From an optimization exercise on the open Yosys and OpenROAD flow, aimed at small area and a short achievable clock period; shortcuts taken in it are not production practice.
RTL that was checked went through simulation tests only; none was proved equivalent to the original.

// data_mem_sized
module data_mem_sized #(
  parameter int DEPTH     = 64,
  parameter int ADDR_W    = 8,
  parameter int LATENCY   = 1,
  parameter int INIT_MODE = 1
) (
  input  logic              clk,
  input  logic              rst,
  input  logic              req_valid,
  output logic              req_ready,
  input  logic              req_we,
  input  logic [1:0]        req_size,
  input  logic              req_unsigned,
  input  logic [ADDR_W-1:0] req_addr,
  input  logic [31:0]       req_wdata,
  output logic              resp_valid,
  output logic [31:0]       resp_rdata,
  output logic              resp_err,
  output logic              init_busy
);
  logic [2047:0] mem_q;    
  logic [2047:0] mem_d;
  logic        busy_q;
  logic        ready_q;
  logic [5:0]  cnt_q;
  logic        resp_valid_q;
  logic        resp_err_q;
  logic        req_err;
  logic        accept;
  logic        st;
  logic [31:0] rd_word;
  logic [31:0] load_data;
  logic [3:0]  lane_mask;
  logic [31:0] lane_data;
  assign accept = req_valid && !busy_q && !rst;
  always_comb begin
    case (req_size)
      2'b00:   req_err = 1'b0;
      2'b01:   req_err = req_addr[0];
      2'b10:   req_err = |req_addr[1:0];
      default: req_err = 1'b1;
    endcase
  end
  logic [7:0]  pre_lo, pre_hi;
  logic [63:0] rowsel;
  always_comb begin
    for (int i = 0; i < 8; i++) begin
      pre_lo[i] = (req_addr[4:2] == 3'(i));
      pre_hi[i] = (req_addr[7:5] == 3'(i));
    end
  ...
==> module data_mem_sized, before the edit <==
module data_mem_sized #(
  parameter int DEPTH     = 64,
  parameter int ADDR_W    = 8,
  parameter int LATENCY   = 1,
  parameter int INIT_MODE = 1
) (
  input  logic              clk,
  input  logic              rst,
  input  logic              req_valid,
  output logic              req_ready,
  input  logic              req_we,
  input  logic [1:0]        req_size,
  input  logic              req_unsigned,
  input  logic [ADDR_W-1:0] req_addr,
  input  logic [31:0]       req_wdata,
  output logic              resp_valid,
  output logic [31:0]       resp_rdata,
  output logic              resp_err,
  output logic              init_busy
);
  logic [2047:0] mem_q;    
  logic [2047:0] mem_d;
  logic        busy_q;
  logic        ready_q;
  logic [5:0]  cnt_q;
  logic        resp_valid_q;
  logic        resp_err_q;
  logic        req_err;
  logic        accept;
  logic        st;
  logic [31:0] rd_word;
  logic [31:0] load_data;
  logic [3:0]  lane_mask;
  logic [31:0] lane_data;
  assign accept = req_valid && !busy_q && !rst;
  always_comb begin
    case (req_size)
      2'b00:   req_err = 1'b0;
      2'b01:   req_err = req_addr[0];
      2'b10:   req_err = |req_addr[1:0];
      default: req_err = 1'b1;
    endcase
  end
  logic [7:0]  pre_lo, pre_hi;
  logic [63:0] rowsel;
  always_comb begin
    for (int i = 0; i < 8; i++) begin
      pre_lo[i] = (req_addr[4:2] == 3'(i));
      pre_hi[i] = (req_addr[7:5] == 3'(i));
    end
    for (int w = 0; w < 64; w++) rowsel[w] = pre_lo[w % 8] && pre_hi[w / 8];
  end
  logic       ld;           
  logic [3:0] sel0;         
  logic       sel1_lo;      
  logic       sel1_hi;      
  logic       sel1_s;       
  logic       selw;         
  logic [3:0] ssel;         
  assign ld = !req_we && !req_err;
  always_comb begin
    sel0    = 4'b0000;
    sel1_lo = 1'b0;
    sel1_hi = 1'b0;
    sel1_s  = 1'b0;
    selw    = 1'b0;
    ssel    = 4'b0000;
    case (req_size)
      2'b00: begin
        sel0   = 4'b0001 << req_addr[1:0];
        sel1_s = 1'b1;
        ssel   = req_unsigned ? 4'b0000 : (4'b0001 << req_addr[1:0]);
      end
      2'b01: begin
        sel0    = req_addr[1] ? 4'b0100 : 4'b0001;
        sel1_lo = !req_addr[1];
        sel1_hi = req_addr[1];
        ssel    = req_unsigned ? 4'b0000 : (req_addr[1] ? 4'b1000 : 4'b0010);
      end
      default: begin
        sel0    = 4'b0001;
        sel1_lo = 1'b1;
        selw    = 1'b1;
      end
    endcase
    if (!ld) begin
      sel0    = 4'b0000;
      sel1_lo = 1'b0;
      sel1_hi = 1'b0;
      sel1_s  = 1'b0;
      selw    = 1'b0;
    end
  end
  for (genvar j = 0; j < 32; j++) begin : g_rcol
    logic [7:0]  t2;
    logic [3:0]  t3;
    for (genvar g = 0; g < 8; g++) begin : g_l2
      logic [7:0] dcol;
      for (genvar i = 0; i < 8; i++) begin : g_d
        assign dcol[i] = mem_q[32*(8*g+i)+j];
      end
      dm_rd8 u_g (.s(rowsel[8*g +: 8]), .d(dcol), .y(t2[g]));
    end
    for (genvar g = 0; g < 4; g++) begin : g_l3
      dm_nor2 u_g (.a(t2[2*g]), .b(t2[2*g+1]), .y(t3[g]));
    end
    dm_nand4 u_l4 (.a(t3[0]), .b(t3[1]), .c(t3[2]), .d(t3[3]), .y(rd_word[j]));
  end
  logic [2:0] sgn;
  for (genvar c = 0; c < 3; c++) begin : g_sgn
    dm_sign u_sgn (
      .sel(ssel & {4{c == 0 ? sel1_s : ld}}),
      .b7({rd_word[31], rd_word[23], rd_word[15], rd_word[7]}),
      .s(sgn[c])
    );
  end
  logic [31:0] rdw_q;
  logic [2:0]  sgn_q;
  logic [3:0]  sel0_q;
  logic        sel1_lo_q, sel1_hi_q, selw_q;
  always_ff @(posedge clk) begin
    rdw_q     <= rd_word;
    sgn_q     <= sgn;
    sel0_q    <= sel0;
    sel1_lo_q <= sel1_lo;
    sel1_hi_q <= sel1_hi;
    selw_q    <= selw;
  end
  always_comb begin
    for (int k = 0; k < 8; k++) begin
      load_data[k]    = (sel0_q[0] & rdw_q[k])      | (sel0_q[1] & rdw_q[8+k])
                      | (sel0_q[2] & rdw_q[16+k])   | (sel0_q[3] & rdw_q[24+k]);
      load_data[8+k]  = (sel1_lo_q & rdw_q[8+k]) | (sel1_hi_q & rdw_q[24+k]) | sgn_q[0];
      load_data[16+k] = (selw_q & rdw_q[16+k]) | sgn_q[1];
      load_data[24+k] = (selw_q & rdw_q[24+k]) | sgn_q[2];
    end
  end
  assign st = accept && req_we && !req_err;
  always_comb begin
    case (req_size)
      2'b00: begin
        lane_mask = 4'b0001 << req_addr[1:0];
        lane_data = {4{req_wdata[7:0]}};
      end
      2'b01: begin
        lane_mask = req_addr[1] ? 4'b1100 : 4'b0011;
        lane_data = {2{req_wdata[15:0]}};
      end
      default: begin
        lane_mask = 4'b1111;
        lane_data = req_wdata;
      end
    endcase
  end
  logic [3:0]  lane_en;
  logic [31:0] wd0, wd1;
  assign lane_en = st ? lane_mask : 4'h0;
  assign wd0 = busy_q ? 32'h0 : lane_data;
  assign wd1 = busy_q ? 32'h1F : lane_data;
  logic [7:0]  wpre_lo, wpre_hi;
  logic [63:0] wrow, wrow_n;
  logic [3:0]  wlane, wlane_n;
  always_comb begin
    for (int i = 0; i < 8; i++) begin
      wpre_lo[i] = busy_q || pre_lo[i];
      wpre_hi[i] = busy_q || pre_hi[i];
    end
    for (int w = 0; w < 64; w++) begin
      wrow[w]   = wpre_lo[w % 8] && wpre_hi[w / 8];
      wrow_n[w] = !(wpre_lo[w % 8] && wpre_hi[w / 8]);
    end
    wlane   = lane_en | {4{busy_q}};
    wlane_n = ~(lane_en | {4{busy_q}});
  end
  for (genvar w = 0; w < 64; w++) begin : g_word
    for (genvar b = 0; b < 4; b++) begin : g_lane
      logic wen, hold;
      dm_nor2  u_wen  (.a(wrow_n[w]), .b(wlane_n[b]), .y(wen));
      dm_nand2 u_hold (.a(wrow[w]),   .b(wlane[b]),   .y(hold));
      for (genvar j = 0; j < 8; j++) begin : g_bit
        localparam int K = 8*b + j;
        dm_a22o u_nxt (
          .a1(wen),  .a2((((w % 32) >> K) & 1) != 0 ? wd1[K] : wd0[K]),
          .b1(hold), .b2(mem_q[32*w+K]),
          .x(mem_d[32*w+K])
        );
      end
    end
  end
  always_ff @(posedge clk) begin
    mem_q <= mem_d;
  end
  always_ff @(posedge clk) begin
    if (rst) begin
      busy_q  <= 1'b1;
      ready_q <= 1'b0;
      cnt_q   <= 6'd0;
    end else if (busy_q) begin
      cnt_q <= cnt_q + 6'd1;
      if (cnt_q == 6'd63) begin
        busy_q  <= 1'b0;
        ready_q <= 1'b1;
      end
    end
  end
  always_ff @(posedge clk) begin
    resp_valid_q <= accept;
    resp_err_q   <= req_err;
  end
  assign req_ready  = ready_q;
  assign init_busy  = busy_q;
  assign resp_valid = resp_valid_q;
  assign resp_rdata = load_data;
  assign resp_err   = resp_err_q;
endmodule
make LEC_CHECK=0 CAP_MARGIN=20 CORE_MARGIN=2 CORE_UTILIZATION=40 CTS_CLUSTER_DIAMETER=100 CTS_CLUSTER_SIZE=25 PLACE_DENSITY=0.5 SETUP_SLACK_MARGIN=5 SLEW_MARGIN=20 SYNTH_HIERARCHICAL=1 TNS_END_PERCENT=100 finish   # period 8.0 ns
run.sh (not shown) runs the stock make flow with config.mk's settings and CLKGATE_MAP_FILE= SYNTH_SCRIPT=/design/flow/synth_recipe.tcl, a recipe that flattens the netlist after the stock synthesis.
The baseline produced a clean layout.
Change:
--- a/flow/design.v
+++ b/flow/design.v
@@ -26,10 +26,16 @@
   input  logic [3:0] sel,
   input  logic [3:0] b7,
   output logic       s
 );
   assign s = |(sel & b7);
+endmodule
+module dm_nand4en (
+  input  logic a, b, c, d, en,
+  output logic y
+);
+  assign y = en & ~(a & b & c & d);
 endmodule
 module dm_nand2 (
   input  logic a, b,
   output logic y
 );
@@ -132,32 +138,40 @@
       sel1_hi = 1'b0;
       sel1_s  = 1'b0;
       selw    = 1'b0;
     end
   end
-  for (genvar j = 0; j < 32; j++) begin : g_rcol
+  logic [63:0] sgn_w;
+  for (genvar w = 0; w < 64; w++) begin : g_sgnw
+    dm_sign u_sgn (
+      .sel(ssel),
+      .b7({mem_q[32*w+31], mem_q[32*w+23], mem_q[32*w+15], mem_q[32*w+7]}),
+      .s(sgn_w[w])
+    );
+  end
+  logic [2:0] sgn;
+  for (genvar j = 0; j < 33; j++) begin : g_rcol
     logic [7:0]  t2;
     logic [3:0]  t3;
     for (genvar g = 0; g < 8; g++) begin : g_l2
       logic [7:0] dcol;
       for (genvar i = 0; i < 8; i++) begin : g_d
-        assign dcol[i] = mem_q[32*(8*g+i)+j];
+        assign dcol[i] = (j < 32) ? mem_q[32*(8*g+i)+(j % 32)] : sgn_w[8*g+i];
       end
       dm_rd8 u_g (.s(rowsel[8*g +: 8]), .d(dcol), .y(t2[g]));
     end
     for (genvar g = 0; g < 4; g++) begin : g_l3
       dm_nor2 u_g (.a(t2[2*g]), .b(t2[2*g+1]), .y(t3[g]));
     end
-    dm_nand4 u_l4 (.a(t3[0]), .b(t3[1]), .c(t3[2]), .d(t3[3]), .y(rd_word[j]));
-  end
-  logic [2:0] sgn;
-  for (genvar c = 0; c < 3; c++) begin : g_sgn
-    dm_sign u_sgn (
-      .sel(ssel & {4{c == 0 ? sel1_s : ld}}),
-      .b7({rd_word[31], rd_word[23], rd_word[15], rd_word[7]}),
-      .s(sgn[c])
-    );
+    if (j < 32) begin : g_data
+      dm_nand4 u_l4 (.a(t3[0]), .b(t3[1]), .c(t3[2]), .d(t3[3]), .y(rd_word[j]));
+    end else begin : g_sign
+      for (genvar c = 0; c < 3; c++) begin : g_c
+        dm_nand4en u_l4 (.a(t3[0]), .b(t3[1]), .c(t3[2]), .d(t3[3]),
+                         .en(c == 0 ? sel1_s : ld), .y(sgn[c]));
+      end
+    end
   end
   logic [31:0] rdw_q;
   logic [2:0]  sgn_q;
   logic [3:0]  sel0_q;
   logic        sel1_lo_q, sel1_hi_q, selw_q;
The changed run finished clean.
Register-to-register slack improves by 0.10 ns.
Via count climbs by 2.1%.
Cell area climbs by 1.2%.
Critical path depth does not change.
Core utilization drops by 0.48 points.
Wire length stays flat.
Die area climbs by 1.9%.
Setup slack improves by 0.055 ns.
Worst hold slack barely changes.
For the first run of this note, only the layout was checked, not whether the RTL still works.

## what the ideal ports hide
In the flow no input, the clock included, has a driving cell. The finished layouts below were timed again as built, in two steps. Step 1 (the two cells are an assumption about what drives the block):
set clk [get_ports {clk}]
set_driving_cell -lib_cell sky130_fd_sc_hd__clkbuf_16 $clk
set_driving_cell -lib_cell sky130_fd_sc_hd__buf_2 [delete_from_list [all_inputs] $clk]
Step 2 moves the port delays by t, midway between the first and last clock arrival at a register: inputs arrive t later, outputs are due t later. That takes back most of the time a late clock gives input paths. Three values: ideal, step 1, step 2; two values: the first two.
| run | t (ns) | setup WS [ns] | clock arrival spread, ns |
|---|---|---|---|
| the first run | 0.870 | 4.536 / 4.450 / 3.872 | 0.030 / 0.030 |
| the second run | 0.873 | 4.591 / 4.510 / 3.860 | 0.036 / 0.035 |
After both steps setup and hold are still met in every run listed. For the second run, which loses most, drivers alone change the setup slack by -0.081 ns; drivers and shift together by -0.731 ns.
